From an optimization exercise on the open Yosys and OpenROAD flow, aimed at small area, a short achievable clock period and few clock cycles per item; shortcuts taken in it are not production practice. Function was checked by simulation only, so behaviour that the tests miss may differ from the original. The flow treats the clock pin as an ideal source, which a real chip does not have.

==> flow/design.v (excerpt) <==
module rgb_to_hsv_converter_top (
  input  logic        clk,
  input  logic        rst,
  input  logic        in_valid,
  output logic        in_stall,
  input  logic [7:0]  red,
  input  logic [7:0]  green,
  input  logic [7:0]  blue,
  output logic        out_valid,
  input  logic        out_stall,
  output logic [14:0] hue,
  output logic [14:0] saturation,
  output logic [14:0] brightness
);
==> flow/config.mk <==
export PLATFORM = sky130hd
export DESIGN_NAME = rgb_to_hsv_converter_top
export DESIGN_NICKNAME = rgb_to_hsv_converter_top
export VERILOG_FILES = /design/flow/design.v
export SDC_FILE = /design/flow/constraint.sdc
export NUM_CORES = 4
export LEC_CHECK = 0
export ABC_AREA = 1
export CAP_MARGIN = 20
export CORE_MARGIN = 2
export CORE_UTILIZATION = 60
export SLEW_MARGIN = 20
==> flow/constraint.sdc <==
create_clock -name core_clock -period 14.0 [get_ports {clk}]
set_input_delay 2.8000 -clock core_clock [delete_from_list [all_inputs] [get_ports {clk}]]
set_output_delay 2.8000 -clock core_clock [all_outputs]
set_load 0.01 [all_outputs]
standard.sh (not shown) runs the stock make flow with config.mk's settings and CLKGATE_MAP_FILE= SYNTH_SCRIPT=/design/flow/synth_recipe.tcl, a recipe that flattens the netlist after the stock synthesis.
==> flow/flow/run.sh <==
#!/bin/bash
set -euo pipefail
bash standard.sh SETUP_SLACK_MARGIN=10.0 \
  "BUFFER_PORTS_ARGS=-buffer_cell sky130_fd_sc_hd__buf_2" \
  "CTS_ARGS=-sink_clustering_enable -repair_clock_nets -dont_use_dummy_load -buf_list sky130_fd_sc_hd__clkbuf_16 -sink_clustering_size 32 -sink_clustering_max_diameter 120" \
  finish > make_finish.log 2>&1
The baseline completed with no timing, DRC or antenna violations.
Testbench counts at the start, summed over its fixed seeds: cycles 12,060, items 12,000.
Change:
==> flow/flow/run.sh (replaced) <==
#!/bin/bash
set -euo pipefail
bash standard.sh SETUP_SLACK_MARGIN=10.2 \
  "BUFFER_PORTS_ARGS=-buffer_cell sky130_fd_sc_hd__buf_2" \
  "CTS_ARGS=-sink_clustering_enable -repair_clock_nets -dont_use_dummy_load -buf_list sky130_fd_sc_hd__clkbuf_16 -sink_clustering_size 30" \
  finish > make_finish.log 2>&1
The new run completed without violations.
Design area goes up by a few percent.
Global-route usage increases by 0.89 points.
Final cell count grows slightly.
Setup slack gains 57 ps.
Die area does not change.
Non-clock buffer count rises by 18.
Critical path depth stays the same.
Hold slack loses 34 ps.
Maximum frequency grows slightly.
Change:
==> flow/flow/run.sh (replaced) <==
#!/bin/bash
set -euo pipefail
bash standard.sh SETUP_SLACK_MARGIN=10.15 \
  "BUFFER_PORTS_ARGS=-buffer_cell sky130_fd_sc_hd__buf_2" \
  "CTS_ARGS=-sink_clustering_enable -repair_clock_nets -dont_use_dummy_load -buf_list sky130_fd_sc_hd__clkbuf_16 -sink_clustering_size 24 -sink_clustering_max_diameter 100" \
  finish > make_finish.log 2>&1
Outcome:
- setup slack degrades by 9.0 ps
- hold slack got worse by 7.9 ps
- wire length goes down by 1.2%
- count of clock-buffer cells in the layout decreases by 27
- global-route usage falls by 0.55 points
- final area is lower by 2.8%
- non-clock buffer count drops by 8
- sequential cell count stays the same
- utilization fell by 1.9 points
- critical path depth does not change

* * *

Setup of xenon:
rgb_to_hsv_converter_top, a different RTL version from the one above (not shown whole).
For scale: about 500 flip-flops, ~75 I/O pins, ~30000 µm² of cells after synthesis.
clock: 14.0 ns
lec_check: 0
cap_margin: 20
core_margin: 2
core_utilization: 40
slew_margin: 20
==> flow/flow/run.sh <==
#!/bin/bash
set -euo pipefail
bash standard.sh SETUP_SLACK_MARGIN=9.8 \
  "BUFFER_PORTS_ARGS=-buffer_cell sky130_fd_sc_hd__buf_2" \
  "CTS_ARGS=-sink_clustering_enable -repair_clock_nets -dont_use_dummy_load -buf_list sky130_fd_sc_hd__clkbuf_8 -sink_clustering_size 20" \
  finish > make_finish.log 2>&1
Testbench counts of xenon, summed over its fixed seeds: cycles 12,066, items 12,000.
[inputs] fjord vs xenon
==> flow/flow/run.sh <==
#!/bin/bash
set -euo pipefail
bash standard.sh SETUP_SLACK_MARGIN=9.5 finish > make_finish.log 2>&1
Findings:
Looking at largest fanout of any net on the critical path, fjord sits 76 above xenon.
Worst setup path endpoint: brightness[12]$_DFFE_PN_ -> xenon, brightness[4]$_DFFE_PN_ -> fjord
Diff xenon -> fjord: count of non-filler cells in the finished layout fell 1.2%, pin slew with the least headroom to its limit went down, cell area held.
Share of post-route cells with drive strength above 1, fjord and xenon: higher on xenon
[compare] base=xenon new=fjord: count of plain and timing-repair buffers shows a reduction of 59.
Number of cells on the critical path was lower in fjord than in xenon.
#### Input delta (zinc over fjord)
==> flow/flow/run.sh <==
#!/bin/bash
set -euo pipefail
bash standard.sh SETUP_SLACK_MARGIN=10.3 finish > make_finish.log 2>&1
==> comparison <==
Sequential share of layout area delta for zinc relative to fjord: 5.0 points lower
Changes observed in zinc relative to fjord: area growth from synthesis to layout moved up; total count of max-transition violations in the final report level; count of clock-buffer cells in the layout moved up; number of clock buffers inserted by TritonCTS moved up.
Critical-path cell with the highest stage delay = clkdlybuf4s50_1: fjord; critical-path cell with the highest stage delay = fa_2: zinc
[compare] base=fjord new=zinc: normalized max-slew margin saw an increase; smallest setup slack after layout moved up; non-clock inverter instance count of the final layout has increased; average wire per cell in the routed design went up by 1.3 µm.
Relative to zinc, the following input files were edited for harbor:
- CORE_UTILIZATION now 60, was 40
- ABC_AREA now 1, previously not set
==> flow/flow/run.sh <==
#!/bin/bash
set -euo pipefail
bash standard.sh SETUP_SLACK_MARGIN=9.8 \
  "BUFFER_PORTS_ARGS=-buffer_cell sky130_fd_sc_hd__buf_2" \
  "CTS_ARGS=-sink_clustering_enable -repair_clock_nets -dont_use_dummy_load -buf_list sky130_fd_sc_hd__clkbuf_16 -sink_clustering_size 30" \
  finish > make_finish.log 2>&1
### Flow results
- STATUS area of all placed cells without fillers: harbor wins against zinc
- Sequential share of layout area in harbor is 6.1 points higher than in zinc
- Status: actual slew at the worst max-slew pin parity (harbor, zinc)
- harbor gives more worst hold slack than zinc did.
- | setup slack | harbor vs zinc | worse |
What maple does differently from harbor at the input level:
- a change of CORE_UTILIZATION from 60 to 40
==> flow/flow/run.sh <==
#!/bin/bash
set -euo pipefail
bash standard.sh SETUP_SLACK_MARGIN=9.8 finish > make_finish.log 2>&1
Findings:
maple completed every stage of the flow, and the final layout passed the timing, design-rule and antenna checks. maple and harbor ended up with roughly the same upper clock frequency limit. Proportion of cell area occupied by registers (maple over harbor): decrease, 2.0 points. [compare] base=harbor new=maple: smallest setup slack after layout went up; chip height grew by about 22%. Per the comparison of maple with harbor, post-synthesis cell count did not really move, ratio of routed vias to standard cells went down, sequential cell count did not really move. maple ended up with saturation[13] as its timing endpoint of the critical path; harbor ended up with out_valid. [compare] base=harbor new=maple: die area moved up; largest stage delay on the critical path moved down.

static timing again, ports no longer ideal:
How much do the figures lean on ideal ports? The routed layouts below were timed once more, with nothing changed but the port constraints. Step 1 assumes that a clkbuf_16 drives the clock port and a buf_2 every other input. Step 2 times the ports against the registers' clock, not the clock port: input delays grow and output delays shrink by t, the midpoint of the rising clock arrivals with the driver on. a / b / c = ideal / step 1 / step 2; a / b = the first two.
run | t (ns) | setup WS [ns] | worst data-port slew with drivers (ns)
the first run of note 1 | 0.599 | 10.019 / 9.960 / 9.599 | 0.03
the second run of note 1 | 0.637 | 10.076 / 10.016 / 9.704 | 0.03
the third run of note 1 | 0.624 | 10.067 / 10.009 / 9.698 | 0.03
xenon | 0.684 | 9.810 / 9.810 / 9.247 | 0.04
fjord | 0.659 | 9.645 / 9.653 / 9.020 | 0.04
zinc | 0.665 | 9.974 / 9.964 / 9.688 | 0.04
harbor | 0.641 | 9.878 / 9.818 / 9.354 | 0.03
maple | 0.661 | 9.886 / 9.825 / 9.286 | 0.04
After both steps setup and hold are still met in every run listed. For fjord, which loses most, drivers alone change the setup slack by +0.008 ns; drivers and shift together by -0.625 ns.
